This design comes from an exercise in tuning for small area, a short achievable clock period and few clock cycles per item on the open sky130 flow, not from production work. RTL that was checked went through simulation tests only; none was proved equivalent to the original. Function not checked in runs 7 and 8: the RTL went through the layout flow alone. Power figures rest on the tool's default switching activity, not on a simulated workload.

==> design.v <==
package apb4_sram_pkg;
  typedef enum logic [1:0] {
    ST_IDLE   = 2'd0,
    ST_SETUP  = 2'd1,
    ST_WAIT   = 2'd2,
    ST_ACCESS = 2'd3
  } apb_state_e;
  localparam int DEF_ADDR_W      = 32;
  localparam int DEF_DATA_W      = 32;
  localparam int DEF_DEPTH       = 64;
  localparam int DEF_WAIT_CYCLES = 2;
  localparam int WAIT_CYCLES_MAX = 15;
  localparam int CNT_W           = 4;
  function automatic logic [CNT_W-1:0] wait_load(input int cycles);
    if (cycles > WAIT_CYCLES_MAX) begin
      wait_load = CNT_W'(WAIT_CYCLES_MAX);
    end else if (cycles < 0) begin
      wait_load = {CNT_W{1'b0}};
    end else begin
      wait_load = CNT_W'(cycles);
    end
  endfunction
endpackage
module apb4_sram_mem
#(
  parameter int DATA_W = apb4_sram_pkg::DEF_DATA_W,
  parameter int DEPTH  = apb4_sram_pkg::DEF_DEPTH,
  parameter int AW     = 6
) (
  input  logic                clk,
  input  logic                rst_n,
  input  logic [AW-1:0]       addr,
  input  logic                wstart,
  input  logic [DATA_W/8-1:0] be,
  input  logic [DATA_W-1:0]   wdata,
  input  logic                re,
  output logic [DATA_W-1:0]   rdata
);
  localparam int BYTES = DATA_W / 8;
  localparam int GRP   = 8;
  localparam int NGRP  = DEPTH / GRP;
  logic [DEPTH-1:0][DATA_W-1:0] mem_r;
  logic [GRP-1:0]  sel_lo;
  logic [NGRP-1:0] sel_hi;
  always_comb begin
    for (int i = 0; i < GRP; i++) begin
      sel_lo[i] = (addr[2:0] == 3'(i));
    end
    for (int i = 0; i < NGRP; i++) begin
      sel_hi[i] = (addr[AW-1:3] == (AW-3)'(i));
    end
  end
  logic [GRP-1:0]  wsel_lo_r;
  logic [NGRP-1:0] wsel_hi_r;
  always_ff @(posedge clk or negedge rst_n) begin
    if (!rst_n) begin
      wsel_hi_r <= {NGRP{1'b0}};
    end else begin
      wsel_hi_r <= wstart ? sel_hi : {NGRP{1'b0}};
    end
  end
  always_ff @(posedge clk) begin
    wsel_lo_r <= sel_lo;
  end
  logic [DEPTH-1:0][BYTES-1:0] wen;
  for (genvar w = 0; w < DEPTH; w++) begin : g_wen
    for (genvar b = 0; b < BYTES; b++) begin : g_byte
      apb4_sram_and3 u_wen (
        .a (wsel_hi_r[w / GRP]),
        .b (wsel_lo_r[w % GRP]),
        .c (be[b]),
        .y (wen[w][b])
      );
    end
  end
  always_ff @(posedge clk) begin
    for (int w = 0; w < DEPTH; w++) begin
      for (int b = 0; b < BYTES; b++) begin
        if (wen[w][b]) begin
          mem_r[w][b*8 +: 8] <= wdata[b*8 +: 8];
        end
      end
    end
  end
  for (genvar l = 0; l < BYTES; l++) begin : g_rlane
    logic [GRP-1:0]  rsel_lo;
    logic [NGRP-1:0] rsel_hi;
    apb4_sram_rdec u_dec (.addr (addr), .re (re), .lo (rsel_lo), .hi (rsel_hi));
    for (genvar i = 0; i < 8; i++) begin : g_rbit
      localparam int B = l*8 + i;
      logic [NGRP-1:0] grp;
      for (genvar g = 0; g < NGRP; g++) begin : g_grp
        logic [GRP-1:0] col;
        for (genvar k = 0; k < GRP; k++) begin : g_col
          assign col[k] = mem_r[g*GRP + k][B];
        end
        apb4_sram_andor8 u_lo (.a (col), .s (rsel_lo), .y (grp[g]));
      end
      apb4_sram_andor8 u_hi (.a (grp), .s (rsel_hi), .y (rdata[B]));
    end
  end
endmodule
module apb4_sram_andor8 (
  input  logic [7:0] a,
  input  logic [7:0] s,
  output logic       y
);
  assign y = |(a & s);
endmodule
module apb4_sram_and3 (
  input  logic a,
  input  logic b,
  input  logic c,
  output logic y
);
  assign y = a && b && c;
endmodule
module apb4_sram_rdec (
  input  logic [5:0] addr,
  input  logic       re,
  output logic [7:0] lo,
  output logic [7:0] hi
);
  always_comb begin
    for (int i = 0; i < 8; i++) begin
      lo[i] = (addr[2:0] == 3'(i));
      hi[i] = re && (addr[5:3] == 3'(i));
    end
  end
endmodule
module apb4_sram_slave
#(
  parameter int ADDR_W      = apb4_sram_pkg::DEF_ADDR_W,
  parameter int DATA_W      = apb4_sram_pkg::DEF_DATA_W,
  parameter int DEPTH       = apb4_sram_pkg::DEF_DEPTH,
  parameter int WAIT_CYCLES = 0
) (
  input  logic                pclk,
  input  logic                presetn,
  input  logic                psel,
  input  logic                penable,
  input  logic                pwrite,
  input  logic [ADDR_W-1:0]   paddr,
  input  logic [DATA_W-1:0]   pwdata,
  input  logic [DATA_W/8-1:0] pstrb,
  output logic [DATA_W-1:0]   prdata,
  output logic                pready,
  output logic                pslverr
);
  localparam int BYTES  = DATA_W / 8;
  localparam int OFF_W  = $clog2(BYTES);
  localparam int MEM_AW = (DEPTH > 1) ? $clog2(DEPTH) : 1;
  logic              pready_r;
  logic              pslverr_r;
  logic [DATA_W-1:0] prdata_r;
  logic [ADDR_W-1:0] word_idx_s;
  logic              err_s;
  logic              setup_s;
  logic [BYTES-1:0]  be_s;
  logic [DATA_W-1:0] mem_rdata_s;
  logic addr_ok_s;
  assign word_idx_s = paddr >> OFF_W;
  apb4_sram_addr_ok #(
    .ADDR_W (ADDR_W),
    .OFF_W  (OFF_W),
    .IDX_W  (MEM_AW)
  ) u_addr_ok (
    .addr (paddr),
    .ok   (addr_ok_s)
  );
  assign err_s = !addr_ok_s;
  always_comb begin
    be_s = pstrb;
  end
  assign setup_s = psel && !penable && !pready_r;
  always_ff @(posedge pclk or negedge presetn) begin
    if (!presetn) begin
      pready_r  <= 1'b0;
      pslverr_r <= 1'b0;
    end else begin
      pready_r  <= setup_s;
      pslverr_r <= setup_s && err_s;
    end
  end
  always_ff @(posedge pclk) begin
    prdata_r <= mem_rdata_s;
  end
  apb4_sram_mem #(
    .DATA_W (DATA_W),
    .DEPTH  (DEPTH),
    .AW     (MEM_AW)
  ) u_mem (
    .clk    (pclk),
    .rst_n  (presetn),
    .addr   (word_idx_s[MEM_AW-1:0]),
    .wstart (setup_s && pwrite && !err_s),
    .be     (be_s),
    .wdata  (pwdata),
    .re     (!err_s),
    .rdata  (mem_rdata_s)
  );
  assign prdata  = prdata_r;
  assign pready  = pready_r;
  assign pslverr = pslverr_r;
endmodule
module apb4_sram_addr_ok
#(
  parameter int ADDR_W = 32,
  parameter int OFF_W  = 2,
  parameter int IDX_W  = 6
) (
  input  logic [ADDR_W-1:0] addr,
  output logic              ok
);
  assign ok = (addr[OFF_W-1:0] == '0) && (addr[ADDR_W-1:OFF_W+IDX_W] == '0);
endmodule
==> run.sh <==
#!/bin/bash
# synth_recipe.tcl (not shown) runs the flow's synth.tcl, then flattens the netlist and writes it again
# the make line also repeats each setting of config.mk as NAME=value (left out here)
make -C /OpenROAD-flow-scripts/flow DESIGN_CONFIG=/design/flow/config.mk WORK_HOME=/design/flow/orfs CLKGATE_MAP_FILE= SYNTH_SCRIPT=/design/flow/synth_recipe.tcl finish
==> config.mk <==
export PLATFORM = sky130hd
export DESIGN_NAME = apb4_sram_slave
export DESIGN_NICKNAME = apb4_sram_slave
export VERILOG_FILES = /design/flow/design.v
export SDC_FILE = /design/flow/constraint.sdc
export NUM_CORES = 4
export LEC_CHECK = 0
export CAP_MARGIN = 20
export CORE_MARGIN = 2
export CORE_UTILIZATION = 70
export CTS_CLUSTER_DIAMETER = 100
export CTS_CLUSTER_SIZE = 30
export PLACE_DENSITY = 0.78
export SETUP_SLACK_MARGIN = 1.8
export SLEW_MARGIN = 20
export SYNTH_HIERARCHICAL = 1
export SYNTH_MINIMUM_KEEP_SIZE = 0
==> constraint.sdc <==
create_clock -name core_clock -period 3.3 [get_ports {pclk}]
set_input_delay 0.6600 -clock core_clock [delete_from_list [all_inputs] [get_ports {pclk}]]
set_output_delay 0.6600 -clock core_clock [all_outputs]
set_load 0.01 [all_outputs]
==> results of run 1 <==
worst min-delay path by stage:
| stage | startpoint | end | slack (ns) | depth (start not counted) |
|---|---|---|---|---|
| after detailed placement | pready_r$_DFF_PN0_ | pready_r$_DFF_PN0_ | 0.46 | 1 |
| final | pwdata[14] | u_mem.mem_r[910]$_DFFE_PP_ | 0.21 | 1 |
| after floorplan | presetn | pready_r$_DFF_PN0_ | 0.36 | 0 |
| after global routing | pwdata[14] | u_mem.mem_r[910]$_DFFE_PP_ | 0.23 | 1 |
| after global placement | pready_r$_DFF_PN0_ | pready_r$_DFF_PN0_ | 0.44 | 1 |
| after CTS | pwdata[14] | u_mem.mem_r[910]$_DFFE_PP_ | 0.18 | 1 |
per-layer routing:
layer,share of wire (%),global-route usage (%),vias to the layer above
met5,0.013,0,-
met4,4.0,14.1,2
met3,12,6.05,482
met2,48,55.1,3605
met1,35,49.7,22262
li1,-,-,17935
worst reg2reg max path, cell delays in order (launching register included):
cell and delay, ns:
edfxtp_1 0.43, a22oi_2 0.27, nand4_1 0.22, a22oi_2 0.36, nand4_1 0.13
sequential cells by signal, summed over array words and instances, names as in the netlist:
| signal | count |
|---|---|
| u_mem.mem_r | 2048 |
| prdata_r | 32 |
| u_mem.wsel_hi_r | 8 |
| u_mem.wsel_lo_r | 8 |
| pready_r | 1 |
| pslverr_r | 1 |
per-module statistics from Yosys, one instance, submodules excluded, excerpt:
| module | area (µm²) | copies in the design |
|---|---|---|
| apb4_sram_rdec | 156 | 4 |
| apb4_sram_andor8 | 36.3 | 288 |
| apb4_sram_slave | 717 | 1 |
| apb4_sram_and3 | 6.26 | 256 |
cell type report:
cell class	count	area, µm²
multi-input cells	1794	14800
fillers	5239	22100
well taps	1403	1760
flip-flops and latches	2098	62700
repair buffers	297	3510
clock buffers	143	2270
diodes	6	15.0
cells by family (layout without fill, tap and decap cells):
group,Yosys count,count (layout),share of synthesized area (%)
compound gates,1152,1152,11.5
buf+inv,0,440,0
flops,2098,2098,82.9
other cells,0,6,0
simple gates,637,642,5.66
synth_stat cells (all sizes together) (6+ instances only):
cell	instances	area share [%]
edfxtp	2048	81
a22oi	1152	11
nand4	289	2.4
and3	262	2.2
dfxtp	40	1.1
nor3b	16	0.17
and3b	15	0.17
and4b	15	0.22
and4bb	15	0.25
dfrtp	10	0.33
nor4	6	0.050
stage by stage:
| stage | worst slack [ns] | util, % | power, mW |
|---|---|---|---|
| after detailed placement | 0.203 | 74.6 | 31.7 |
| final | 1.34 | 79.4 | 43.5 |
| after global routing | 1.34 | 79.4 | 44.4 |
| after global placement | 0.246 | 74.6 | 31.6 |
| after CTS | 1.39 | 78.8 | 43.4 |
| after floorplan | 0.799 | - | 30.5 |
where the power goes:
part | total (mW) | switching, mW | internal (mW)
sequential | 29.2 | 0.0125 | 29.2
combinational | 2.18 | 1.56 | 0.616
clock | 12.1 | 7.37 | 4.75
what timing repair did:
item | 4_1_cts | 5_1_grt
gates resized for setup | 724 | 124
endpoints found under the setup margin | 2123 | 764
hold endpoints to repair | 0 | 0
setup buffers | 39 | 8
gates cloned | 17 | 4
pin swaps | 86 | 30
placed cells by master (no fill, tap or decap), types with 5 or more instances in the layout:
cell type,count
a22oi_1,972
buf_12,65
and4b_4,8
a22oi_2,180
nor3b_4,12
and4b_2,7
diode_2,6
dfrtp_1,5
nand4_1,289
and3_2,136
clkbuf_16,84
and3_1,58
and4bb_4,8
buf_16,13
and3b_2,6
and3_4,68
nor3_4,5
clkbuf_1,61
and3b_4,9
buf_6,47
and4bb_2,7
clkdlybuf4s15_1,5
buf_4,106
edfxtp_1,2048
buf_2,43
dfxtp_2,20
dfxtp_4,20
==> impl_metrics.csv, run 1 <==
group,metric,value,unit
routing,routed_wl,196000,µm
place,placedCellCount,5523,
floorplanning,top_level_ports,107,
routing,via_per_inst,7.71,
floorplanning,core-area,0.107,mm²
floorplanning,start_util,70.5,%
critical_path,worst_path_largest_cell_delay,0.34,ns
cts,clock_latency,0.70,ns
critical_path,worst_ep_required_time,3.87,ns
cts,clk_pin_slew,0.11,ns
timing,whs,0.214,ns
critical_path,cp.arrival,2.53,ns
final_layout,final_area,0.0850,mm²
hold_path,hold_path_class,"input port to flop",
synth,ys_ff_latch,2098,
timing,hold_violations,0,
grt,grt_max_degree,65,
floorplanning,dieHeight,332,µm
synth,yosysSeqAreaShare,82.9,%
routing,wl_per_cell,34.2,µm
synth,synthArstFlopShare,0.477,%
synth,synth-warning-count,9,
job,drv_cap,0,
synth,ys.flop_type,"edfxtp_1",
timing,finClkSkew,0.0272,ns
critical_path,critical_path.max_fanout,64,
critical_path,cp.depth,8,
floorplanning,std_cell_rows,120,
run_status,outcome,"complete, no violations",
routing,drtAntennaViolNets,0,
critical_path,reg2reg_slack,1.75,ns
final_layout,drive_gt1_share,20.3,%
cts,cts_tree,"done",
place,postPlaceCellArea,0.0799,mm²
power_and_ir_drop,max-vdd-ir-drop,0.468,mV
critical_path,cp-end-kind,"flop",
place,dp_hpwl,107000,µm
critical_path,timing.critical_path.buf_inv,3,
timing,min_period,1.96,ns
timing,fmax,511,MHz
grt,antenna_found_initial,7,
grt,grt_pass1_vias,41694,
cts,clock-root-buffer,"clkbuf_16",
grt,grt_usage,34.9,%
synth,avgSynthCellArea,19.4,µm²
critical_path,cp-start-kind,"input port",
timing,rsz0062_at_grt,"true",
critical_path,path_cells,"buf_12, buf_4, and3b_2, buf_12, a22oi_2, nand4_1, a22oi_2, nand4_1",
grt,grt-ovfl-total,0,
final_layout,stdcell_count,5741,
grt,grt_pass1_wl,281000,µm
power_and_ir_drop,power.density,512,mW/mm²
critical_path,r2r_end,"prdata_r[18]$_DFF_P_",
synth,synth_edf_count,2048,
critical_path,startpoint,"paddr[2]",
critical_path,cpMaxStageDelayCell,"a22oi_2",
critical_path,r2r-start,"u_mem.mem_r[690]$_DFFE_PP_",
power_and_ir_drop,p_leak,26.0,nW
final_layout,syn2layout_area_growth,12.6,%
floorplanning,die_x,332,µm
cts,cts_buffers,79,
cts,cts_hold_buf,0,
critical_path,cp_top_family,"simple AND/OR/NAND/NOR gates",
critical_path,reg2reg_depth,4,
place,io_buffers,106,
routing,drtIter0Drc,8403,
timing,final.setup.tns,0,ns
cts,htreeDepth,3,
place,gp_congestion,0.872,
final_layout,nets,4343,
timing,setup_viol,0,
cts,cts_max_path_buffers,3,
floorplanning,die_area,0.110,mm²
routing,firstDrtPassIters,8,
synth,synth.net_count,3960,
synth,netlist_area,0.0755,mm²
timing,worst_pin_slew,0.938,ns
critical_path,critPathKind,"input port to flop",
cts,cts_sinks,2098,
critical_path,setup.worst_path.end,"prdata_r[13]$_DFF_P_",
routing,vias,44286,
timing,relSlewSlack,37.4,%
synth,postSynthCellCount,3887,
synth,ys_types,18,
timing,finalMaxSlewViolations,0,
routing,drc,0,
timing,fin_crit_sh,59.4,%
Testbench counts, summed over its fixed seeds: cycles 80,000, transfers 40,000.
==> inputs of run 2 (changes only) <==
--- a/config.mk
+++ b/config.mk
@@ -11,7 +11,7 @@
 export CTS_CLUSTER_DIAMETER = 100
 export CTS_CLUSTER_SIZE = 30
 export PLACE_DENSITY = 0.78
-export SETUP_SLACK_MARGIN = 1.8
+export SETUP_SLACK_MARGIN = 1.65
 export SLEW_MARGIN = 20
 export SYNTH_HIERARCHICAL = 1
 export SYNTH_MINIMUM_KEEP_SIZE = 0
==> impl_metrics.csv, run 2 <==
group,metric,value,unit
run_status,outcome,"complete, no violations",
place,io_buffers,106,
floorplanning,dieHeight,332,µm
power_and_ir_drop,p_int,34.5,mW
floorplanning,start_util,70.5,%
synth,synthArstFlopShare,0.477,%
critical_path,cp.arrival,2.48,ns
timing,worst_pin_slew,1.13,ns
critical_path,path_cells,"buf_8, buf_8, and3b_2, buf_12, a22oi_1, nand4_1, a22oi_2, nand4_1",
cts,clock-root-buffer,"clkbuf_16",
grt,grt_pass1_vias,41465,
grt,grt-ovfl-total,0,
synth,ys.flop_type,"edfxtp_1",
grt,grt_pass1_wl,280000,µm
critical_path,reg2reg_slack,1.60,ns
critical_path,cp-start-kind,"input port",
synth,synth.net_count,3960,
job,drv_cap,0,
floorplanning,die_x,332,µm
timing,final.setup.tns,0,ns
timing,rsz0062_at_grt,"true",
cts,cts_tree,"done",
power_and_ir_drop,power.density,515,mW/mm²
grt,grt_usage,34.8,%
power_and_ir_drop,p_leak,25.9,nW
critical_path,r2r-start,"u_mem.wsel_lo_r[7]$_DFF_P_",
synth,netlist_area,0.0755,mm²
hold_path,hold_path_class,"input port to flop",
timing,fmax,519,MHz
critical_path,critPathKind,"input port to flop",
final_layout,largest_register_ffs,2048,
synth,synth_area_leaders,"edfxtp_1, a22oi_1, nand4_1, and3_1, dfxtp_1",
cts,cts_buffers,79,
cts,clock_latency,0.70,ns
synth,ys_ff_latch,2098,
timing,hold_violations,0,
cts,cts_max_path_buffers,3,
synth,ys_types,18,
final_layout,final_cell_mix,"edfxtp_1, a22oi_1, nand4_1",
routing,vias,43891,
hold_path,min_to,"u_mem.mem_r[910]$_DFFE_PP_",
final_layout,reg.largest.list,"u_mem.mem_r x2048, prdata_r x32",
final_layout,nets,4322,
critical_path,timing.critical_path.buf_inv,3,
cts,clk_pin_slew,0.11,ns
power_and_ir_drop,p_comb_share,4.9,%
final_layout,syn2layout_area_growth,11.9,%
critical_path,cp_top_family,"simple AND/OR/NAND/NOR gates",
power_and_ir_drop,p_sw,8.95,mW
timing,fin_crit_sh,58.4,%
hold_path,hold_depth,1,
power_and_ir_drop,power,43.5,mW
grt,grt_max_degree,65,
hold_path,hold_start,"pwdata[14]",
critical_path,worst_path_largest_cell_delay,0.31,ns
place,gp_congestion,0.872,
floorplanning,top_level_ports,107,
power_and_ir_drop,max-vdd-ir-drop,0.471,mV
timing,setup_viol,0,
place,dp_hpwl,107000,µm
floorplanning,die_area,0.110,mm²
power_and_ir_drop,pwr-share-clk,27.9,%
floorplanning,std_cell_rows,120,
power_and_ir_drop,swShare,20.6,%
synth,synth-warning-count,9,
synth,synth_edf_count,2048,
routing,wl_per_cell,34.0,µm
routing,drtAntennaViolNets,0,
timing,setup_slack,1.37,ns
critical_path,reg2reg_depth,2,
critical_path,r2r_end,"u_mem.mem_r[1506]$_DFFE_PP_",
power_and_ir_drop,seqPwrFrac,67.2,%
synth,netlist.area_leader.share,81.5,%
cts,cts_sinks,2098,
floorplanning,core-area,0.107,mm²
synth,synth_most_common_cell,"edfxtp_1",
final_layout,largest_register,"u_mem.mem_r",
synth,yosysTopAreaCell,"edfxtp_1",
critical_path,worst_ep_required_time,3.85,ns
routing,firstDrtPassIters,12,
routing,drtIter0Drc,8067,
final_layout,fillers,5336,
final_layout,drive_gt1_share,20.0,%
timing,relSlewSlack,24.5,%
timing,finalMaxSlewViolations,0,
synth,postSynthCellCount,3887,
synth,yosys-top-cells-count,"edfxtp_1, a22oi_1, nand4_1",
cts,htreeDepth,3,
routing,via_per_inst,7.67,
critical_path,critical_path.max_fanout,32,
final_layout,layout_commonest_cell,"edfxtp_1",
synth,avgSynthCellArea,19.4,µm²
timing,finClkSkew,0.0289,ns
critical_path,cp-end-kind,"flop",
routing,routed_wl,195000,µm
timing,min_period,1.93,ns
critical_path,cpMaxStageDelayCell,"and3b_2",
synth,yosysSeqAreaShare,82.9,%
grt,antenna_found_initial,3,
routing,drc,0,
place,place_ws,0.203,ns
run 2: layer usage:
layer,vias to the layer above,GRT usage (%),routed length (µm)
met4,2,13.6,8410
met3,475,5.71,22900
met1,22111,50.0,69400
met2,3424,54.9,94000
li1,17879,-,-
met5,-,0,13
run 2: what timing repair did:
item / 4_1_cts / 5_1_grt
hold buffers: 0 / 0
gates cloned: 17 / 3
resized for setup: 661 / 114
hold endpoints to repair: 0 / 0
buffers inserted: 27 / 1
endpoints found under the setup margin: 1836 / 799
pin swaps: 86 / 37
run 2: worst max-delay path by stage:
stage                            start              endpoint  depth (start not counted)
floorplan                     paddr[3]   prdata_r[0]$_DFF_P_                          5
global placement              paddr[3]  prdata_r[26]$_DFF_P_                          8
detailed placement            paddr[3]  prdata_r[31]$_DFF_P_                          8
CTS                 pready_r$_DFF_PN0_                pready                          1
global route                 paddr[21]  prdata_r[26]$_DFF_P_                         11
finish                        paddr[3]   prdata_r[0]$_DFF_P_                          8
run 2: per-module statistics from Yosys (local to each module, per instance), excerpt:
module / copies in the design / cell area, µm²
apb4_sram_and3: 256 / 6.26
apb4_sram_andor8: 288 / 36.3
apb4_sram_rdec: 4 / 156
apb4_sram_slave: 1 / 717
run 2: metrics by stage:
stage | area [µm²] | utilization [%] | std cells | hold WS, ns
6_report | 84400 | 78.9 | 5720 | 0.216
5_1_grt | 84400 | 78.9 | 5714 | 0.227
4_1_cts | 84100 | 78.5 | 5710 | 0.184
3_5_place_dp | 79900 | 74.6 | 5523 | 0.462
3_3_place_gp | 79900 | 74.6 | 5523 | 0.442
2_1_floorplan | 75700 | - | 3887 | 0.364
run 2: final cells by class:
cell class | instances | area, µm² | area share, %
sequential | 2098 | 62700 | 74.2
multi-input combinational | 1794 | 14500 | 17.2
timing repair buffer | 276 | 3230 | 3.83
clock buffer | 143 | 2270 | 2.69
tap | 1403 | 1760 | 2.08
antenna | 6 | 15.0 | 0.0178
run 2: power by group through the flow:
stage               registers [mW]  clock network (mW)  logic [mW]
global route                  29.2                12.9        2.21
detailed placement            29.8                   0        1.88
finish                        29.2                12.1        2.12
floorplan                     29.8                   0       0.679
CTS                           29.2                12.1        2.04
global placement              29.8                   0        1.82
run 2: cell families after synthesis:
| logic type | after synthesis | share of synthesized area [%] |
|---|---|---|
| compound gates | 1152 | 11.5 |
| flops | 2098 | 82.9 |
| simple gates | 637 | 5.66 |
==> inputs of run 3 (changes only) <==
--- a/config.mk
+++ b/config.mk
@@ -10,6 +10,7 @@
 export CORE_UTILIZATION = 70
 export CTS_CLUSTER_DIAMETER = 100
 export CTS_CLUSTER_SIZE = 30
+export GPL_TIMING_DRIVEN = 0
 export PLACE_DENSITY = 0.78
 export SETUP_SLACK_MARGIN = 1.65
 export SLEW_MARGIN = 20
==> impl_metrics.csv, run 3 <==
group,metric,value,unit
run_status,outcome,"complete, no violations",
critical_path,startpoint,"paddr[3]",
critical_path,cp.arrival,2.59,ns
routing,routed_wl,222000,µm
power_and_ir_drop,p_leak,26.9,nW
power_and_ir_drop,p_sw,9.41,mW
cts,htreeDepth,3,
final_layout,final_cell_mix,"edfxtp_1, a22oi_1, a22oi_2",
grt,grt_util_met1,53.5,%
cts,cts_buffers,79,
final_layout,nets,4446,
critical_path,cp-end-kind,"flop",
floorplanning,die_area,0.110,mm²
synth,synth.net_count,3960,
synth,yosys-top-cells-count,"edfxtp_1, a22oi_1, nand4_1",
cts,cts_tree,"done",
final_layout,drive_gt1_share,23.8,%
floorplanning,die_x,332,µm
synth,yosysSeqAreaShare,82.9,%
place,gp_congestion,0.852,
final_layout,largest_register,"u_mem.mem_r",
power_and_ir_drop,p_comb_share,5.8,%
grt,busiest_layer,"met2",
final_layout,final_area,0.0870,mm²
synth,netlist.area_leader.share,81.5,%
routing,drtAntennaViolNets,0,
floorplanning,core-area,0.107,mm²
grt,grt_pass1_wl,306000,µm
synth,synth_most_common_cell,"edfxtp_1",
timing,fin_crit_sh,62.4,%
grt,use_met2,59.4,%
final_layout,multi_input_area,0.0155,mm²
final_layout,reg.largest.list,"u_mem.mem_r x2048, prdata_r x32",
cts,clk_pin_slew,0.11,ns
cts,cts_hold_buf,0,
grt,use_met3,8.24,%
floorplanning,start_util,70.5,%
timing,hold_violations,0,
place,place_ws,-0.525,ns
routing,vias,47160,
cts,clock_latency,0.72,ns
timing,worst_pin_slew,0.853,ns
power_and_ir_drop,power.density,507,mW/mm²
synth,synthArstFlopShare,0.477,%
timing,finClkSkew,0.0399,ns
place,postPlaceCellArea,0.0798,mm²
timing,final.setup.tns,0,ns
final_layout,largest_register_ffs,2048,
place,dp_hpwl,105000,µm
place,io_buffers,106,
final_layout,stdcell_count,5867,
timing,finalMaxSlewViolations,0,
routing,drtIter0Drc,10584,
synth,ys_types,18,
critical_path,critical_path.max_fanout,32,
power_and_ir_drop,max-vdd-ir-drop,0.525,mV
grt,grt_pass1_vias,44182,
routing,drc,0,
critical_path,reg2reg_depth,2,
synth,yosysTopAreaCell,"edfxtp_1",
timing,whs,0.315,ns
cts,cts_max_path_buffers,3,
place,placedCellCount,5479,
critical_path,critPathKind,"input port to flop",
final_layout,final_core_util,81.3,%
power_and_ir_drop,power,44.1,mW
job,drv_cap,0,
floorplanning,dieHeight,332,µm
final_layout,syn2layout_area_growth,15.3,%
timing,fmax,485,MHz
synth,ys.flop_type,"edfxtp_1",
grt,antenna_found_initial,19,
timing,setup_slack,1.24,ns
critical_path,cp-start-kind,"input port",
power_and_ir_drop,pwr-share-clk,28.0,%
timing,setup_viol,0,
final_layout,layout_commonest_cell,"edfxtp_1",
grt,grt-ovfl-total,0,
synth,postSynthCellCount,3887,
routing,wl_per_cell,37.9,µm
synth,ys_ff_latch,2098,
grt,grt_max_degree,65,
critical_path,r2r-start,"u_mem.wsel_hi_r[4]$_DFF_PN0_",
synth,synth_edf_count,2048,
timing,min_period,2.06,ns
cts,cts_sinks,2098,
timing,relSlewSlack,43.2,%
final_layout,fillers,4895,
routing,via_per_inst,8.04,
timing,rsz0062_at_grt,"true",
routing,firstDrtPassIters,9,
power_and_ir_drop,swShare,21.3,%
cts,clock-root-buffer,"clkbuf_16",
synth,synth_area_leaders,"edfxtp_1, a22oi_1, nand4_1, and3_1, dfxtp_1",
synth,synth-warning-count,9,
synth,avgSynthCellArea,19.4,µm²
floorplanning,top_level_ports,107,
critical_path,worst_ep_required_time,3.83,ns
synth,netlist_area,0.0755,mm²
power_and_ir_drop,p_int,34.7,mW
final_layout,seq_area,0.0626,mm²
floorplanning,std_cell_rows,120,
grt,grt_usage,38.6,%
hold_path,hold_path_class,"input port to async pin",
power_and_ir_drop,seqPwrFrac,66.2,%
==> run 3: changes by cell type in the layout (fill, tap and decap cells not counted), moves of 19 or more <==
cell / change
buf_2: -19
a22oi_2: +121
buf_6: +23
buf_4: +34
buf_16: +26
and3b_4: +35
buf_8: +21
diode_2: +24
and3_1: +44
a22oi_1: -121
and3_2: -45
==> run 3: critical path, stage by stage <==
cell and delay [ns]:
buf_16 0.13, bufbuf_16 0.29, and3_4 0.30, a22oi_1 0.41, nand4_1 0.26, a22oi_2 0.29, nand4_1 0.21
==> run 3: path summary, 6_finish.rpt <==
kind	endpoint	slack [ns]
setup / recovery	prdata_r[31]$_DFF_P_	1.24
hold / removal	u_mem.wsel_hi_r[1]$_DFF_PN0_	0.32
setup reg to reg	u_mem.mem_r[1078]$_DFFE_PP_	1.52
hold reg to reg	pready_r$_DFF_PN0_	0.53
max in group asynchronous	u_mem.wsel_hi_r[0]$_DFF_PN0_	2.52
min in group core_clock	u_mem.wsel_lo_r[2]$_DFF_P_	0.39
==> run 3: what timing repair did <==
action	in CTS	in global routing
pin swaps	191	85
endpoints found under the setup margin	1656	925
hold endpoints to repair	0	0
gates resized for setup	729	194
gates cloned	65	2
setup buffers	118	31
==> run 3: cells by family after synthesis <==
group | share of synthesized area (%)
DFF | 82.9
and+or+nand+nor | 5.66
AOI/OAI and AO/OA | 11.5
==> run 3: per-module statistics from Yosys, one instance, submodules excluded, excerpt <==
module | times used | cell area (µm²) | cells inside
apb4_sram_andor8 | 288 | 36.3 | 5
apb4_sram_rdec | 4 | 156 | 16
apb4_sram_and3 | 256 | 6.26 | 1
apb4_sram_slave | 1 | 717 | 37
==> run 3: final cells by class <==
class | instances | area share (%)
well taps | 1403 | 2.02
repair buffers | 366 | 5.47
flip-flops and latches | 2098 | 72.0
diodes | 30 | 0.0863
clock buffers | 142 | 2.60
multi-input cells | 1828 | 17.8
==> run 3: power groups by stage <==
stage / clock (mW) / combinational (mW) / sequential, mW
global route: 13.1 / 2.60 / 29.2
CTS: 12.1 / 2.38 / 29.2
finish: 12.3 / 2.56 / 29.2
floorplan: 0 / 0.679 / 29.8
detailed placement: 0 / 1.89 / 29.8
global placement: 0 / 1.67 / 29.9
==> run 3: per-layer routing <==
| metal | vias to the layer above | part of all wire (%) |
|---|---|---|
| li1 | 18260 | - |
| met1 | 23176 | 33 |
| met2 | 4868 | 47 |
| met3 | 848 | 15 |
| met4 | 8 | 5.8 |
| met5 | - | 0.026 |
==> inputs of run 4 (changes only) <==
--- a/config.mk
+++ b/config.mk
@@ -7,10 +7,9 @@
 export LEC_CHECK = 0
 export CAP_MARGIN = 20
 export CORE_MARGIN = 2
-export CORE_UTILIZATION = 70
+export CORE_UTILIZATION = 66
 export CTS_CLUSTER_DIAMETER = 100
 export CTS_CLUSTER_SIZE = 30
-export GPL_TIMING_DRIVEN = 0
 export PLACE_DENSITY = 0.78
 export SETUP_SLACK_MARGIN = 1.65
 export SLEW_MARGIN = 20
==> impl_metrics.csv, run 4 <==
group,metric,value,unit
grt,grt_pass1_vias,42334,
synth,netlist.area_leader.share,81.5,%
cts,htreeDepth,3,
critical_path,reg2reg_depth,2,
power_and_ir_drop,power.density,507,mW/mm²
synth,avgSynthCellArea,19.4,µm²
floorplanning,dieHeight,342,µm
hold_path,min_to,"u_mem.wsel_lo_r[1]$_DFF_P_",
cts,cts_max_path_buffers,3,
final_layout,multi_input_area,0.0153,mm²
grt,antenna_found_initial,11,
timing,whs,0.224,ns
timing,rsz0062_at_grt,"true",
floorplanning,die_x,342,µm
critical_path,cp-start-kind,"input port",
critical_path,r2r_end,"u_mem.mem_r[1248]$_DFFE_PP_",
critical_path,critical_path.max_fanout,64,
timing,finClkSkew,0.0282,ns
cts,cts_hold_buf,0,
synth,synthArstFlopShare,0.477,%
synth,ys_types,18,
final_layout,largest_register_ffs,2048,
place,io_buffers,106,
routing,vias,45590,
final_layout,largest_register,"u_mem.mem_r",
power_and_ir_drop,p_leak,26.8,nW
floorplanning,top_level_ports,107,
synth,ys.flop_type,"edfxtp_1",
synth,postSynthCellCount,3887,
final_layout,reg.largest.list,"u_mem.mem_r x2048, prdata_r x32",
cts,clock_latency,0.71,ns
power_and_ir_drop,pwr-share-clk,28.2,%
critical_path,worst_ep_required_time,3.89,ns
hold_path,hold_path_class,"input port to flop",
cts,cts_buffers,79,
routing,wl_per_cell,35.9,µm
critical_path,r2r-start,"u_mem.wsel_lo_r[7]$_DFF_P_",
final_layout,drive_gt1_share,24.8,%
timing,min_period,1.92,ns
grt,grt_max_degree,65,
cts,cts_sinks,2098,
synth,netlist_area,0.0755,mm²
place,gp_congestion,0.872,
synth,yosysSeqAreaShare,82.9,%
floorplanning,die_area,0.117,mm²
routing,via_per_inst,7.70,
timing,relSlewSlack,29.8,%
power_and_ir_drop,p_sw,9.30,mW
power_and_ir_drop,p_int,34.8,mW
critical_path,path_cells,"buf_12, buf_12, buf_12, buf_4, nor3b_4, clkbuf_16, a22oi_1, nand4_1, a22oi_2, nand4_1",
final_layout,nets,4404,
synth,synth.net_count,3960,
grt,grt_usage,34.4,%
synth,yosys-top-cells-count,"edfxtp_1, a22oi_1, nand4_1",
synth,synth-warning-count,9,
synth,synth_area_leaders,"edfxtp_1, a22oi_1, nand4_1, and3_1, dfxtp_1",
power_and_ir_drop,p_comb_share,5.7,%
cts,cts_tree,"done",
hold_path,hold_start,"paddr[3]",
timing,setup_slack,1.38,ns
power_and_ir_drop,max-vdd-ir-drop,0.441,mV
place,place_ws,0.274,ns
job,drv_cap,0,
synth,synth_most_common_cell,"edfxtp_1",
cts,clock-root-buffer,"clkbuf_16",
timing,fmax,521,MHz
critical_path,cp.arrival,2.51,ns
routing,drc,0,
cts,clk_pin_slew,0.12,ns
grt,grt_pass1_wl,292000,µm
critical_path,timing.critical_path.buf_inv,5,
final_layout,final_cell_mix,"edfxtp_1, a22oi_1, a22oi_2",
final_layout,fillers,5812,
place,dp_hpwl,109000,µm
timing,hold_violations,0,
critical_path,cpMaxStageDelayCell,"a22oi_1",
critical_path,critPathKind,"input port to flop",
final_layout,layout_commonest_cell,"edfxtp_1",
timing,final.setup.tns,0,ns
routing,firstDrtPassIters,7,
final_layout,syn2layout_area_growth,15.4,%
synth,yosysTopAreaCell,"edfxtp_1",
run_status,outcome,"complete, no violations",
floorplanning,start_util,66.3,%
hold_path,hold_depth,2,
routing,drtIter0Drc,8986,
floorplanning,core-area,0.114,mm²
timing,worst_pin_slew,1.05,ns
timing,finalMaxSlewViolations,0,
critical_path,worst_path_most_repeated_cell,"buf_12",
grt,grt-ovfl-total,0,
power_and_ir_drop,seqPwrFrac,66.2,%
synth,synth_edf_count,2048,
timing,fin_crit_sh,58.2,%
synth,ys_ff_latch,2098,
floorplanning,std_cell_rows,124,
power_and_ir_drop,swShare,21.1,%
critical_path,cp-end-kind,"flop",
critical_path,reg2reg_slack,1.60,ns
routing,routed_wl,212000,µm
timing,setup_viol,0,
final_layout,seq_area,0.0627,mm²
routing,drtAntennaViolNets,0,
critical_path,cp_top_family,"buffers and inverters",
critical_path,worst_path_largest_cell_delay,0.33,ns
## run 4: cell counts after synthesis
No cell type changed its count.
## run 4: cell type report
cell class | count | area share [%]
diodes | 10 | 0.0287
clock buffers | 145 | 2.66
clock inverters | 3 | 0.0302
multi-input cells | 1789 | 17.6
flip-flops and latches | 2098 | 72.0
well taps | 1512 | 2.17
repair buffers | 363 | 5.55
## run 4: worst max-delay path by stage
stage,cells after the start,slack [ns],startpoint,to
5_1_grt,11,1.37,paddr[2],prdata_r[16]$_DFF_P_
6_report,10,1.38,paddr[2],prdata_r[20]$_DFF_P_
3_3_place_gp,8,0.37,paddr[3],prdata_r[20]$_DFF_P_
2_1_floorplan,5,0.80,paddr[3],prdata_r[0]$_DFF_P_
4_1_cts,1,1.39,pready_r$_DFF_PN0_,pready
3_5_place_dp,8,0.27,paddr[3],prdata_r[20]$_DFF_P_
## run 4: kinds of logic (layout without fill, tap and decap cells)
kind of cell | after synthesis | count (layout) | share of synthesized area [%]
flip-flops | 2098 | 2098 | 82.9
AND/OR/NAND/NOR | 637 | 637 | 5.66
AO/OA/AOI/OAI | 1152 | 1152 | 11.5
buffers and inverters | 0 | 511 | 0
other | 0 | 10 | 0
## run 4: per-module statistics from Yosys, one instance, submodules excluded, excerpt
module | cell area, µm² | cells inside
apb4_sram_slave | 717 | 37
apb4_sram_rdec | 156 | 16
apb4_sram_andor8 | 36.3 | 5
apb4_sram_and3 | 6.26 | 1
## run 4: power by group through the flow
| stage | Combinational [mW] | Clock, mW | Sequential [mW] |
|---|---|---|---|
| 2_1_floorplan | 0.679 | 0 | 29.8 |
| 4_1_cts | 2.26 | 12.3 | 29.2 |
| 3_5_place_dp | 1.90 | 0 | 29.8 |
| 5_1_grt | 2.55 | 13.2 | 29.2 |
| 3_3_place_gp | 1.86 | 0 | 29.8 |
| 6_report | 2.49 | 12.4 | 29.2 |
## run 4: per-stage QoR
stage          cells  instance area (µm²)  util (%)  total power, mW
5_1_grt         5912                87000      76.4             44.9
3_5_place_dp    5630                79900      70.2             31.7
3_3_place_gp    5630                79900      70.2             31.7
6_report        5920                87100      76.5             44.1
2_1_floorplan   3887                75700         -             30.5
4_1_cts         5873                85800      75.3             43.7
## run 4: layer usage
metal,vias up,global-route usage (%),wire (µm)
li1,18077,-,-
met1,22735,48.4,72500
met2,4143,54.1,101000
met3,631,6.29,28100
met4,4,14.7,10600
met5,-,0,32
## run 4: what timing repair did
action,4_1_cts,5_1_grt
setup endpoints to repair,2032,716
buffers inserted,57,18
gates resized for setup,811,186
gates cloned,38,19
pin swaps,215,140
## run 4: worst reg2reg max path, stage by stage, from the launching register on
cell and delay, ns:
dfxtp_4 0.57, buf_12 0.28, and3_1 0.49
==> inputs of run 5 (changes only) <==
--- a/config.mk
+++ b/config.mk
@@ -7,10 +7,10 @@
 export LEC_CHECK = 0
 export CAP_MARGIN = 20
 export CORE_MARGIN = 2
-export CORE_UTILIZATION = 66
+export CORE_UTILIZATION = 74
 export CTS_CLUSTER_DIAMETER = 100
 export CTS_CLUSTER_SIZE = 30
-export PLACE_DENSITY = 0.78
+export PLACE_DENSITY = 0.82
 export SETUP_SLACK_MARGIN = 1.65
 export SLEW_MARGIN = 20
 export SYNTH_HIERARCHICAL = 1
==> impl_metrics.csv, run 5 <==
group,metric,value,unit
run_status,outcome,"complete, no violations",
cts,htreeDepth,3,
timing,fmax,512,MHz
synth,ys.flop_type,"edfxtp_1",
synth,ys_ff_latch,2098,
critical_path,worst_ep_required_time,3.87,ns
floorplanning,dieHeight,323,µm
critical_path,critical_path.max_fanout,16,
cts,cts_max_path_buffers,3,
timing,worst_pin_slew,1.09,ns
final_layout,largest_register,"u_mem.mem_r",
place,gp_congestion,0.887,
final_layout,fillers,4435,
floorplanning,start_util,74.4,%
synth,synth_area_leaders,"edfxtp_1, a22oi_1, nand4_1, and3_1, dfxtp_1",
job,drv_cap,0,
cts,cts_buffers,80,
synth,synth_edf_count,2048,
power_and_ir_drop,power.density,520,mW/mm²
timing,hold_violations,0,
synth,netlist_area,0.0755,mm²
synth,synth_compound_gate_area_share,11.5,%
routing,firstDrtPassIters,8,
final_layout,multi_input_area,0.0143,mm²
final_layout,largest_register_ffs,2048,
grt,grt-ovfl-total,0,
synth,postSynthCellCount,3887,
final_layout,nets,4313,
final_layout,final_cell_mix,"edfxtp_1, a22oi_1, nand4_1",
synth,synth.net_count,3960,
critical_path,timing.critical_path.buf_inv,4,
floorplanning,top_level_ports,107,
grt,grt_usage,37.3,%
final_layout,layout_commonest_cell,"edfxtp_1",
place,place_ws,0.363,ns
synth,yosysTopAreaCell,"edfxtp_1",
critical_path,path_cells,"buf_8, buf_8, and3b_2, buf_6, buf_16, a22oi_2, nand4_1, a22oi_2, nand4_1",
final_layout,syn2layout_area_growth,11.7,%
critical_path,cp.arrival,2.52,ns
routing,wl_per_cell,34.4,µm
routing,via_per_inst,7.84,
place,io_buffers,106,
routing,drtAntennaViolNets,0,
critical_path,cp-end-kind,"flop",
timing,setup_slack,1.35,ns
timing,finalMaxSlewViolations,0,
floorplanning,core-area,0.101,mm²
final_layout,seq_area,0.0627,mm²
cts,clock_latency,0.73,ns
critical_path,cp_top_family,"compound AO/OA/AOI/OAI gates",
synth,muxShareOfSynthArea,0,%
floorplanning,die_area,0.105,mm²
synth,avgSynthCellArea,19.4,µm²
synth,synthArstFlopShare,0.477,%
grt,grt_pass1_vias,42267,
power_and_ir_drop,max-vdd-ir-drop,0.551,mV
synth,synth-warning-count,9,
routing,drc,0,
timing,finClkSkew,0.0397,ns
cts,cts_tree,"done",
grt,antenna_found_initial,12,
cts,cts_sinks,2098,
place,dp_hpwl,109000,µm
synth,synthSimpleGateAreaFrac,5.66,%
cts,clk_pin_slew,0.12,ns
synth,yosysSeqAreaShare,82.9,%
timing,rsz0062_at_grt,"true",
timing,relSlewSlack,27.3,%
synth,synth-xor-area-share,0,%
critical_path,cpMaxStageDelayCell,"a22oi_2",
cts,clock-root-buffer,"clkbuf_16",
timing,fin_crit_sh,59.2,%
routing,routed_wl,196000,µm
routing,vias,44602,
timing,setup_viol,0,
power_and_ir_drop,p_leak,25.9,nW
synth,synth_most_common_cell,"edfxtp_1",
critical_path,critPathKind,"input port to flop",
final_layout,drive_gt1_share,18.8,%
critical_path,cp-start-kind,"input port",
final_layout,reg.largest.list,"u_mem.mem_r x2048, prdata_r x32",
timing,final.setup.tns,0,ns
critical_path,worst_path_largest_cell_delay,0.42,ns
floorplanning,std_cell_rows,117,
grt,grt_max_degree,65,
synth,yosys-top-cells-count,"edfxtp_1, a22oi_1, nand4_1",
cts,cts_hold_buf,0,
timing,whs,0.194,ns
floorplanning,die_x,323,µm
routing,drtIter0Drc,8115,
grt,grt_pass1_wl,282000,µm
synth,synth_top_family_by_area,"compound AO/OA/AOI/OAI gates",
synth,netlist.area_leader.share,81.5,%
hold_path,hold_path_class,"input port to flop",
synth,ys_types,18,
synth,yosys.area_share.adder,0,%
timing,min_period,1.95,ns
==> run 5: worst reg2reg max path, delay by kind of cell (launching register included) <==
family / cells / cell delay (ns)
flip-flops: 1 / 0.60
AND/OR/NAND/NOR: 1 / 0.46
buffers and inverters: 1 / 0.28
==> run 5: per-module statistics from Yosys, one instance, submodules excluded, excerpt <==
module            cells  area, µm²  flip-flops and latches  times used
apb4_sram_and3        1       6.26                       0         256
apb4_sram_andor8      5       36.3                       0         288
apb4_sram_rdec       16        156                       0           4
apb4_sram_slave      37        717                      34           1
==> run 5: what timing repair did <==
action | in CTS | in global routing
gates cloned | 9 | 1
pin swaps | 67 | 34
gates resized for setup | 622 | 110
setup endpoints to repair | 1939 | 654
buffers inserted | 21 | 7
==> run 5: cells by family after synthesis <==
kind of cell	count (synthesis)
AOI/OAI and AO/OA	1152
DFF	2098
and+or+nand+nor	637
==> run 5: path summary, 6_finish.rpt <==
path,startpoint,end,slack [ns],cells past startpoint
worst max-delay path,paddr[2],prdata_r[19]$_DFF_P_,1.35,9
worst min-delay path,paddr[2],u_mem.wsel_lo_r[2]$_DFF_P_,0.19,2
worst max register to register,u_mem.wsel_lo_r[2]$_DFF_P_,u_mem.mem_r[1626]$_DFFE_PP_,1.61,2
worst min register to register,pready_r$_DFF_PN0_,pready_r$_DFF_PN0_,0.62,3
max in group asynchronous,presetn,u_mem.wsel_hi_r[6]$_DFF_PN0_,2.46,1
min in group asynchronous,presetn,u_mem.wsel_hi_r[2]$_DFF_PN0_,0.34,1
==> run 5: layout make-up <==
cell class                      instances  share of cell area (%)
Timing Repair Buffer                  271                    3.73
Antenna cell                           14                  0.0416
Clock buffer                          145                    2.79
Clock inverter                          4                  0.0668
Sequential cell                      2098                    74.3
Tap cell                             1368                    2.03
Multi-Input combinational cell       1789                    17.0
==> run 5: report_power, final <==
group,switching (mW),internal (mW),total [mW],leakage (nW)
Combinational,1.55,0.573,2.12,5.91
Clock,7.53,4.95,12.5,1.14
Sequential,0.0255,29.2,29.2,18.9
==> run 5: metrics by stage <==
step                      power [mW]  cells  area [µm²]  utilization, %
final                           43.8   5689       84300            83.1
after detailed placement        31.7   5488       79800            78.7
after floorplan                 30.5   3887       75700               -
after global routing            44.7   5677       84300            83.1
after global placement          31.7   5488       79800            78.7
after CTS                       43.6   5667       83900            82.7
==> run 5: per-layer routing <==
layer | global-route usage (%) | vias up | routed length (µm)
met1 | 53.1 | 22243 | 66800
met4 | 14.4 | 4 | 8100
li1 | - | 17860 | -
met3 | 6.79 | 558 | 25400
met5 | 0 | - | 32
met2 | 59.1 | 3937 | 95200
==> inputs of run 6 (changes only) <==
--- a/config.mk
+++ b/config.mk
@@ -7,10 +7,10 @@
 export LEC_CHECK = 0
 export CAP_MARGIN = 20
 export CORE_MARGIN = 2
-export CORE_UTILIZATION = 74
-export CTS_CLUSTER_DIAMETER = 100
+export CORE_UTILIZATION = 70
+export CTS_CLUSTER_DIAMETER = 60
 export CTS_CLUSTER_SIZE = 30
-export PLACE_DENSITY = 0.82
+export PLACE_DENSITY = 0.78
 export SETUP_SLACK_MARGIN = 1.65
 export SLEW_MARGIN = 20
 export SYNTH_HIERARCHICAL = 1
==> impl_metrics.csv, run 6 <==
group,metric,value,unit
synth,avgSynthCellArea,19.4,µm²
critical_path,timing.critical_path.buf_inv,1,
routing,firstDrtPassIters,9,
timing,min_period,1.94,ns
critical_path,reg2reg_depth,2,
synth,synth-warning-count,9,
power_and_ir_drop,max-vdd-ir-drop,0.670,mV
timing,worst_pin_slew,1.02,ns
grt,grt_pass1_vias,43350,
critical_path,cp_top_family,"flip-flops",
timing,setup_slack,1.36,ns
synth,synth_edf_count,2048,
final_layout,multi_input_area,0.0147,mm²
timing,fin_crit_sh,58.8,%
floorplanning,start_util,70.5,%
synth,yosys-top-cells-count,"edfxtp_1, a22oi_1, nand4_1",
run_status,outcome,"complete, no violations",
cts,cts_max_path_buffers,3,
final_layout,final_area,0.0876,mm²
synth,ys.flop_type,"edfxtp_1",
power_and_ir_drop,p_leak,27.4,nW
floorplanning,die_x,332,µm
synth,netlist_area,0.0755,mm²
floorplanning,core-area,0.107,mm²
floorplanning,dieHeight,332,µm
routing,drc,0,
timing,finClkSkew,0.0325,ns
critical_path,path_cells,"buf_6",
final_layout,largest_register_ffs,2048,
routing,via_per_inst,7.80,
final_layout,final_cell_mix,"edfxtp_1, a22oi_1, nand4_1",
timing,final.setup.tns,0,ns
final_layout,largest_register,"u_mem.mem_r",
critical_path,r2r_end,"u_mem.mem_r[634]$_DFFE_PP_",
floorplanning,die_area,0.110,mm²
critical_path,reg2reg_slack,1.63,ns
timing,hold_violations,0,
final_layout,reg.largest.list,"u_mem.mem_r x2048, prdata_r x32",
synth,ys_ff_latch,2098,
cts,clock-root-buffer,"clkbuf_16",
timing,relSlewSlack,31.7,%
grt,grt_usage,37.0,%
place,postPlaceCellArea,0.0799,mm²
place,place_ws,0.203,ns
synth,yosysTopAreaCell,"edfxtp_1",
cts,cts_buffers,131,
synth,synth_most_common_cell,"edfxtp_1",
synth,ys_types,18,
cts,clk_pin_slew,0.08,ns
routing,drtAntennaViolNets,0,
hold_path,hold_start,"pwdata[14]",
final_layout,syn2layout_area_growth,16.1,%
timing,whs,0.144,ns
hold_path,hold_path_class,"input port to flop",
synth,netlist.area_leader.share,81.5,%
critical_path,startpoint,"prdata_r[11]$_DFF_P_",
critical_path,critical_path.max_fanout,1,
place,io_buffers,106,
critical_path,cp-end-kind,"output port",
place,dp_hpwl,107000,µm
final_layout,final_core_util,81.9,%
synth,synth_area_leaders,"edfxtp_1, a22oi_1, nand4_1, and3_1, dfxtp_1",
critical_path,worst_path_largest_cell_delay,0.39,ns
final_layout,fillers,4768,
cts,cts_sinks,2098,
grt,antenna_found_initial,9,
power_and_ir_drop,power.density,565,mW/mm²
routing,drtIter0Drc,8724,
hold_path,min_to,"u_mem.mem_r[910]$_DFFE_PP_",
final_layout,drive_gt1_share,24.1,%
timing,rsz0062_at_grt,"true",
routing,vias,45681,
timing,fmax,516,MHz
synth,synth.net_count,3960,
cts,cts_tree,"done",
cts,htreeDepth,4,
place,gp_congestion,0.872,
floorplanning,top_level_ports,107,
synth,yosysSeqAreaShare,82.9,%
critical_path,worst_ep_required_time,2.64,ns
timing,finalMaxSlewViolations,0,
final_layout,seq_area,0.0627,mm²
critical_path,r2r-start,"u_mem.wsel_hi_r[2]$_DFF_PN0_",
synth,synthArstFlopShare,0.477,%
critical_path,cp-start-kind,"flop",
routing,routed_wl,205000,µm
final_layout,nets,4409,
grt,grt-ovfl-total,0,
synth,postSynthCellCount,3887,
job,drv_cap,0,
timing,setup_viol,0,
cts,clock_latency,0.79,ns
critical_path,cp.arrival,1.28,ns
floorplanning,std_cell_rows,120,
critical_path,cpMaxStageDelayCell,"dfxtp_4",
critical_path,critPathKind,"flop to output port",
grt,grt_pass1_wl,295000,µm
grt,grt_max_degree,65,
cts,cts_hold_buf,0,
final_layout,layout_commonest_cell,"edfxtp_1",
routing,wl_per_cell,35.1,µm
hold_path,hold_depth,1,
## run 6: per-stage QoR
stage,total power [mW],std cells
detailed placement,31.7,5523
CTS,49.3,5834
global route,50.4,5845
finish,49.5,5857
floorplan,30.5,3887
global placement,31.6,5523
## run 6: repair_timing
action | in CTS | in global routing
resized for setup | 727 | 108
endpoints found under the setup margin | 1843 | 630
gates cloned | 28 | 1
buffers inserted | 45 | 8
pin swaps | 122 | 35
## run 6: cell families (layout without fill, tap and decap cells)
| logic type | count (synthesis) | count (layout) | synth area share, % |
|---|---|---|---|
| compound gates | 1152 | 1152 | 11.5 |
| flops | 2098 | 2098 | 82.9 |
| simple gates | 637 | 642 | 5.66 |
| buf+inv | 0 | 549 | 0 |
| other cells | 0 | 13 | 0 |
## run 6: power breakdown
group          switching, mW  leakage, nW  internal [mW]
registers             0.0373         18.9           29.2
clock network           9.40         2.25           8.65
logic                   1.59         6.28          0.662
total                   11.0         27.4           38.5
## run 6: layout make-up
class | count | area share [%]
Antenna cell | 13 | 0.0371
Clock inverter | 96 | 1.34
Tap cell | 1403 | 2.00
Clock buffer | 142 | 3.97
Timing Repair Buffer | 311 | 4.39
Multi-Input combinational cell | 1794 | 16.7
Sequential cell | 2098 | 71.5
## run 6: how the worst max path moves through the flow
stage | end | slack (ns) | cells after the start
after floorplan | prdata_r[0]$_DFF_P_ | 0.80 | 5
after global placement | prdata_r[26]$_DFF_P_ | 0.25 | 8
after detailed placement | prdata_r[31]$_DFF_P_ | 0.20 | 8
after CTS | prdata[28] | 1.21 | 1
after global routing | pready | 1.34 | 1
final | prdata[11] | 1.36 | 1
## run 6: layer usage
metal  share of wire, %  track usage, %  vias up  routed length, µm
met2                 48            57.3     4114              99100
met4                4.6            17.2        4               9390
met5              0.013               0        -                 27
met3                 13            8.10      585              26900
li1                   -               -    18147                  -
met1                 34            51.4    22831              70100
## run 6: Yosys stat by module (local to each module, per instance), excerpt
module	flops+latches	cells inside	copies in the design	area (µm²)
apb4_sram_and3	0	1	256	6.26
apb4_sram_andor8	0	5	288	36.3
apb4_sram_rdec	0	16	4	156
apb4_sram_slave	34	37	1	717
==> inputs of run 7 (changes only) <==
--- a/design.v
+++ b/design.v
@@ -82,12 +82,12 @@
       end
     end
   end
-  for (genvar l = 0; l < BYTES; l++) begin : g_rlane
+  for (genvar n = 0; n < DATA_W/4; n++) begin : g_rnib
     logic [GRP-1:0]  rsel_lo;
     logic [NGRP-1:0] rsel_hi;
     apb4_sram_rdec u_dec (.addr (addr), .re (re), .lo (rsel_lo), .hi (rsel_hi));
-    for (genvar i = 0; i < 8; i++) begin : g_rbit
-      localparam int B = l*8 + i;
+    for (genvar i = 0; i < 4; i++) begin : g_rbit
+      localparam int B = n*4 + i;
       logic [NGRP-1:0] grp;
       for (genvar g = 0; g < NGRP; g++) begin : g_grp
         logic [GRP-1:0] col;
--- a/config.mk
+++ b/config.mk
@@ -8,7 +8,7 @@
 export CAP_MARGIN = 20
 export CORE_MARGIN = 2
 export CORE_UTILIZATION = 70
-export CTS_CLUSTER_DIAMETER = 60
+export CTS_CLUSTER_DIAMETER = 100
 export CTS_CLUSTER_SIZE = 30
 export PLACE_DENSITY = 0.78
 export SETUP_SLACK_MARGIN = 1.65
==> impl_metrics.csv, run 7 <==
group,metric,value,unit
critical_path,timing.critical_path.buf_inv,1,
synth,ys_ff_latch,2098,
timing,finalMaxSlewViolations,0,
synth,netlist_area,0.0761,mm²
floorplanning,core-area,0.108,mm²
critical_path,cp.depth,1,
critical_path,worst_path_largest_cell_delay,0.51,ns
job,drv_cap,0,
final_layout,drive_gt1_share,20.8,%
routing,drc,0,
cts,htreeDepth,3,
critical_path,critPathKind,"flop to output port",
cts,clk_pin_slew,0.11,ns
final_layout,reg.largest.list,"u_mem.mem_r x2048, prdata_r x32",
synth,ys_types,18,
grt,grt_pass1_vias,42510,
grt,grt_max_degree,65,
timing,fin_crit_sh,61.9,%
power_and_ir_drop,p_sw,9.02,mW
synth,synth_area_leaders,"edfxtp_1, a22oi_1, nand4_1, and3_1, dfxtp_1",
cts,clock-root-buffer,"clkbuf_16",
floorplanning,die_x,334,µm
timing,min_period,2.04,ns
timing,worst_pin_slew,0.960,ns
synth,netlist.area_leader.share,80.8,%
power_and_ir_drop,power.density,508,mW/mm²
hold_path,hold_path_class,"input port to async pin",
final_layout,largest_register,"u_mem.mem_r",
synth,synth-xor-area-share,0,%
synth,synth_edf_count,2048,
critical_path,critical_path.max_fanout,1,
synth,ys.flop_type,"edfxtp_1",
critical_path,cp_top_family,"flip-flops",
timing,whs,0.271,ns
floorplanning,std_cell_rows,120,
timing,setup_viol,0,
routing,vias,45024,
grt,grt_usage,35.9,%
routing,firstDrtPassIters,6,
power_and_ir_drop,p_leak,26.5,nW
synth,muxShareOfSynthArea,0,%
final_layout,multi_input_area,0.0153,mm²
power_and_ir_drop,seqPwrFrac,67.1,%
timing,fmax,489,MHz
critical_path,cp-start-kind,"flop",
routing,drtIter0Drc,8272,
final_layout,final_cell_mix,"edfxtp_1, a22oi_1, nand4_1",
grt,grt_pass1_wl,289000,µm
place,dp_hpwl,116000,µm
routing,wl_per_cell,34.6,µm
synth,avgSynthCellArea,19.3,µm²
run_status,outcome,"complete, no violations",
final_layout,nets,4430,
cts,cts_tree,"done",
power_and_ir_drop,p_int,34.5,mW
cts,cts_sinks,2098,
synth,yosysTopAreaCell,"edfxtp_1",
final_layout,syn2layout_area_growth,12.5,%
power_and_ir_drop,max-vdd-ir-drop,0.673,mV
routing,routed_wl,201000,µm
routing,via_per_inst,7.73,
critical_path,cp.arrival,1.38,ns
floorplanning,top_level_ports,107,
critical_path,worst_ep_required_time,2.64,ns
grt,grt-ovfl-total,0,
power_and_ir_drop,p_comb_share,5.1,%
final_layout,final_core_util,79.6,%
synth,yosysSeqAreaShare,82.2,%
timing,final.setup.tns,0,ns
grt,antenna_found_initial,12,
synth,yosys-top-cells-count,"edfxtp_1, a22oi_1, nand4_1",
timing,rsz0062_at_grt,"true",
synth,synthArstFlopShare,0.477,%
cts,clock_latency,0.72,ns
critical_path,reg2reg_depth,2,
floorplanning,start_util,70.8,%
power_and_ir_drop,swShare,20.7,%
critical_path,cp-end-kind,"output port",
floorplanning,die_area,0.111,mm²
place,io_buffers,106,
power_and_ir_drop,pwr-share-clk,27.7,%
synth,synth-warning-count,9,
cts,cts_buffers,79,
synth,synth_compound_gate_area_share,11.4,%
place,gp_congestion,0.904,
synth,yosys.area_share.adder,0,%
timing,relSlewSlack,36.0,%
synth,synth_most_common_cell,"edfxtp_1",
synth,synth.net_count,4024,
timing,hold_violations,0,
final_layout,layout_commonest_cell,"edfxtp_1",
critical_path,cpMaxStageDelayCell,"dfrtp_2",
synth,postSynthCellCount,3951,
final_layout,largest_register_ffs,2048,
synth,synth_top_family_by_area,"compound AO/OA/AOI/OAI gates",
final_layout,fillers,5369,
floorplanning,dieHeight,334,µm
routing,drtAntennaViolNets,0,
synth,synthSimpleGateAreaFrac,6.43,%
cts,cts_max_path_buffers,3,
timing,finClkSkew,0.0335,ns
critical_path,path_cells,"buf_6",
final_layout,seq_area,0.0627,mm²
-- run 7: cell count changes in the layout (fill, tap and decap cells not counted), moves of 20 or more --
cell       change
clkbuf_16     -54
and3b_1       +20
and4b_2       +21
a22oi_2       -36
a22oi_1       +36
and3_2        -20
clkbuf_1      +51
-- run 7: layout make-up --
cell class,count,area share (%)
Antenna cell,9,0.0263
Clock buffer,135,2.60
Multi-Input combinational cell,1856,17.8
Sequential cell,2098,73.2
Tap cell,1403,2.05
Timing Repair Buffer,322,4.27
-- run 7: Yosys stat by module, one instance, submodules excluded, a selection --
module,flip-flops and latches,cells,times used
apb4_sram_rdec,0,16,8
apb4_sram_and3,0,1,256
apb4_sram_slave,34,37,1
apb4_sram_andor8,0,5,288
-- run 7: worst paths after layout --
kind	start	end	slack (ns)
setup / recovery	pslverr_r$_DFF_PN0_	pslverr	1.26
hold / removal	presetn	u_mem.wsel_hi_r[2]$_DFF_PN0_	0.27
setup reg to reg	u_mem.wsel_lo_r[1]$_DFF_P_	u_mem.mem_r[301]$_DFFE_PP_	1.60
hold reg to reg	u_mem.mem_r[1735]$_DFFE_PP_	prdata_r[7]$_DFF_P_	0.63
max in group asynchronous	presetn	u_mem.wsel_hi_r[1]$_DFF_PN0_	2.66
min in group core_clock	paddr[2]	u_mem.wsel_lo_r[2]$_DFF_P_	0.28
-- run 7: metal layers --
metal  vias to the layer above  wire length [µm]  global-route usage, %
met5                         -                 8                      0
li1                      18256                 -                      -
met1                     22631             72000                   51.4
met3                       497             25200                   6.88
met2                      3638             96300                   56.0
met4                         2              8010                   14.2
-- run 7: logic make-up (layout without fill, tap and decap cells) --
| logic type | after synthesis | in the layout |
|---|---|---|
| AOI/OAI and AO/OA | 1152 | 1152 |
| DFF | 2098 | 2098 |
| and+or+nand+nor | 701 | 704 |
| buffers and inverters | 0 | 457 |
| other | 0 | 9 |
-- run 7: per-stage QoR --
step / instance area [µm²] / instances / setup WS (ns) / power, mW
floorplan: 76400 / 3951 / 1.07 / 30.5
global placement: 80800 / 5606 / 0.203 / 31.7
detailed placement: 80800 / 5606 / 0.179 / 31.8
CTS: 85000 / 5799 / 1.24 / 43.4
global route: 85600 / 5815 / 1.22 / 44.4
finish: 85600 / 5823 / 1.26 / 43.5
-- run 7: power by group through the flow --
stage                     registers, mW  clock network, mW  logic, mW
after floorplan                    29.8                  0      0.683
after global placement             29.8                  0       1.92
after detailed placement           29.8                  0       1.99
after CTS                          29.2               12.1       2.14
after global routing               29.2               12.9       2.33
final                              29.2               12.1       2.23
-- run 7: timing repair --
action	CTS	global route
cloned	13	4
pin swaps	91	63
buffers inserted	45	11
hold buffers	0	0
setup endpoints to repair	2059	602
resized for setup	674	112
==> inputs of run 8 (changes only) <==
--- a/design.v
+++ b/design.v
@@ -33,7 +33,7 @@
   input  logic                wstart,
   input  logic [DATA_W/8-1:0] be,
   input  logic [DATA_W-1:0]   wdata,
-  input  logic                re,
+  input  logic [DATA_W/8-1:0] re,
   output logic [DATA_W-1:0]   rdata
 );
   localparam int BYTES = DATA_W / 8;
@@ -85,7 +85,7 @@
   for (genvar n = 0; n < DATA_W/4; n++) begin : g_rnib
     logic [GRP-1:0]  rsel_lo;
     logic [NGRP-1:0] rsel_hi;
-    apb4_sram_rdec u_dec (.addr (addr), .re (re), .lo (rsel_lo), .hi (rsel_hi));
+    apb4_sram_rdec u_dec (.addr (addr), .re (re[n/2]), .lo (rsel_lo), .hi (rsel_hi));
     for (genvar i = 0; i < 4; i++) begin : g_rbit
       localparam int B = n*4 + i;
       logic [NGRP-1:0] grp;
@@ -169,6 +169,17 @@
     .ok   (addr_ok_s)
   );
   assign err_s = !addr_ok_s;
+  logic [BYTES-1:0] lane_ok_s;
+  for (genvar l = 0; l < BYTES; l++) begin : g_lane_ok
+    apb4_sram_addr_ok #(
+      .ADDR_W (ADDR_W),
+      .OFF_W  (OFF_W),
+      .IDX_W  (MEM_AW)
+    ) u_addr_ok (
+      .addr (paddr),
+      .ok   (lane_ok_s[l])
+    );
+  end
   always_comb begin
     be_s = pstrb;
   end
@@ -196,7 +207,7 @@
     .wstart (setup_s && pwrite && !err_s),
     .be     (be_s),
     .wdata  (pwdata),
-    .re     (!err_s),
+    .re     (lane_ok_s),
     .rdata  (mem_rdata_s)
   );
   assign prdata  = prdata_r;
==> impl_metrics.csv, run 8 <==
group,metric,value,unit
synth,synth.net_count,4064,
synth,synth-warning-count,9,
final_layout,final_area,0.0859,mm²
cts,cts_max_path_buffers,3,
critical_path,cpMaxStageDelayCell,"nand4_1",
final_layout,reg.largest.list,"u_mem.mem_r x2048, prdata_r x32",
synth,yosysSeqAreaShare,82.0,%
place,dp_hpwl,120000,µm
timing,finClkSkew,0.0308,ns
final_layout,largest_register,"u_mem.mem_r",
floorplanning,std_cell_rows,121,
synth,synth_edf_count,2048,
timing,worst_pin_slew,1.15,ns
grt,grt_pass1_vias,43507,
timing,fin_crit_sh,71.6,%
critical_path,worst_ep_required_time,3.94,ns
final_layout,final_cell_mix,"edfxtp_1, a22oi_1, nand4_1",
timing,hold_violations,0,
floorplanning,start_util,70.3,%
job,drv_cap,0,
place,gp_congestion,0.887,
final_layout,largest_register_ffs,2048,
routing,drc,0,
critical_path,cp.arrival,3.01,ns
grt,grt_pass1_wl,296000,µm
routing,routed_wl,207000,µm
routing,drtIter0Drc,8598,
run_status,outcome,"complete, no violations",
hold_path,hold_path_class,"input port to flop",
synth,synth_most_common_cell,"edfxtp_1",
synth,yosysTopAreaCell,"edfxtp_1",
floorplanning,die_x,334,µm
grt,grt_usage,36.8,%
power_and_ir_drop,max-vdd-ir-drop,0.529,mV
routing,wl_per_cell,35.0,µm
synth,ys.flop_type,"edfxtp_1",
floorplanning,dieHeight,334,µm
timing,rsz0062_at_grt,"true",
cts,cts_hold_buf,0,
routing,vias,45864,
floorplanning,die_area,0.112,mm²
critical_path,critPathKind,"input port to flop",
final_layout,fillers,5509,
timing,min_period,2.36,ns
power_and_ir_drop,power,43.8,mW
cts,clock_latency,0.72,ns
floorplanning,core-area,0.109,mm²
synth,postSynthCellCount,3991,
final_layout,drive_gt1_share,20.3,%
## run 8: routing by layer
| layer | wire length (µm) | GRT usage (%) | share of wire, % |
|---|---|---|---|
| met4 | 8760 | 14.0 | 4.2 |
| met5 | 0 | 0 | 0 |
| met3 | 27300 | 7.96 | 13 |
| met1 | 71800 | 51.7 | 35 |
| met2 | 98800 | 58.0 | 48 |
## run 8: where the power goes
part           switching, mW  leakage [nW]  total, mW  internal, mW
sequential            0.0297          18.9       29.2          29.2
combinational           1.71          6.70       2.39         0.675
clock                   7.43          1.08       12.2          4.74
## run 8: path summary, 6_finish.rpt
kind | start | to | slack (ns) | cells past startpoint
min in group asynchronous | presetn | u_mem.wsel_hi_r[6]$_DFF_PN0_ | 0.35 | 1
max in group asynchronous | presetn | u_mem.wsel_hi_r[3]$_DFF_PN0_ | 2.43 | 1
hold / removal | pwdata[1] | u_mem.mem_r[1889]$_DFFE_PP_ | 0.18 | 1
setup / recovery | paddr[16] | prdata_r[12]$_DFF_P_ | 0.94 | 10
setup reg to reg | u_mem.wsel_hi_r[6]$_DFF_PN0_ | u_mem.mem_r[1680]$_DFFE_PP_ | 1.61 | 2
hold reg to reg | pready_r$_DFF_PN0_ | pready_r$_DFF_PN0_ | 0.53 | 1
## run 8: stage by stage
| stage | utilization [%] | setup TNS [ns] | instances | setup WS, ns | hold WS [ns] |
|---|---|---|---|---|---|
| after floorplan | - | 0 | 3991 | 1.43 | 0.364 |
| after global placement | 74.5 | -0.421 | 5655 | -0.0612 | 0.501 |
| after detailed placement | 74.5 | -1.14 | 5655 | -0.167 | 0.515 |
| after CTS | 78.7 | 0 | 5886 | 1.19 | 0.162 |
| after global routing | 79.1 | 0 | 5903 | 0.917 | 0.193 |
| final | 79.1 | 0 | 5907 | 0.939 | 0.179 |
## run 8: area by class of cell
class                   count  area (µm²)  share of cell area [%]
flip-flops and latches   2098       62700                    73.0
multi-input cells        1906       15500                    18.0
clock buffers             142        2270                    2.64
diodes                      6        15.0                  0.0175
repair buffers            341        3690                    4.30
well taps                1414        1770                    2.06
## run 8: repair_timing
action / 4_1_cts / 5_1_grt
pin swaps: 66 / 45
setup buffers: 67 / 15
cloned: 22 / 0
setup endpoints to repair: 2019 / 677
gates resized for setup: 646 / 112
## run 8: cell families after synthesis
kind of cell	share of synthesized area, %
flops	82.0
simple gates	6.71
compound gates	11.3
## run 8: worst max-delay path, delay by kind of cell
kind	cells	cell delay (ns)
AO/OA/AOI/OAI	1	0.11
buffers and inverters	4	0.76
AND/OR/NAND/NOR	5	1.46
## run 8: per-module statistics from Yosys (local to each module, per instance), excerpt
module	flip-flops and latches	cell area, µm²
apb4_sram_slave	34	717
apb4_sram_andor8	0	36.3
apb4_sram_and3	0	6.26
apb4_sram_rdec	0	156

Setup slack of run 8, layout unchanged: 0.939 ns with ideal ports, 0.979 ns with driving cells assumed (clock clkbuf_16, inputs buf_2), 0.204 ns with port delays also shifted by the 0.775 ns mid clock arrival.
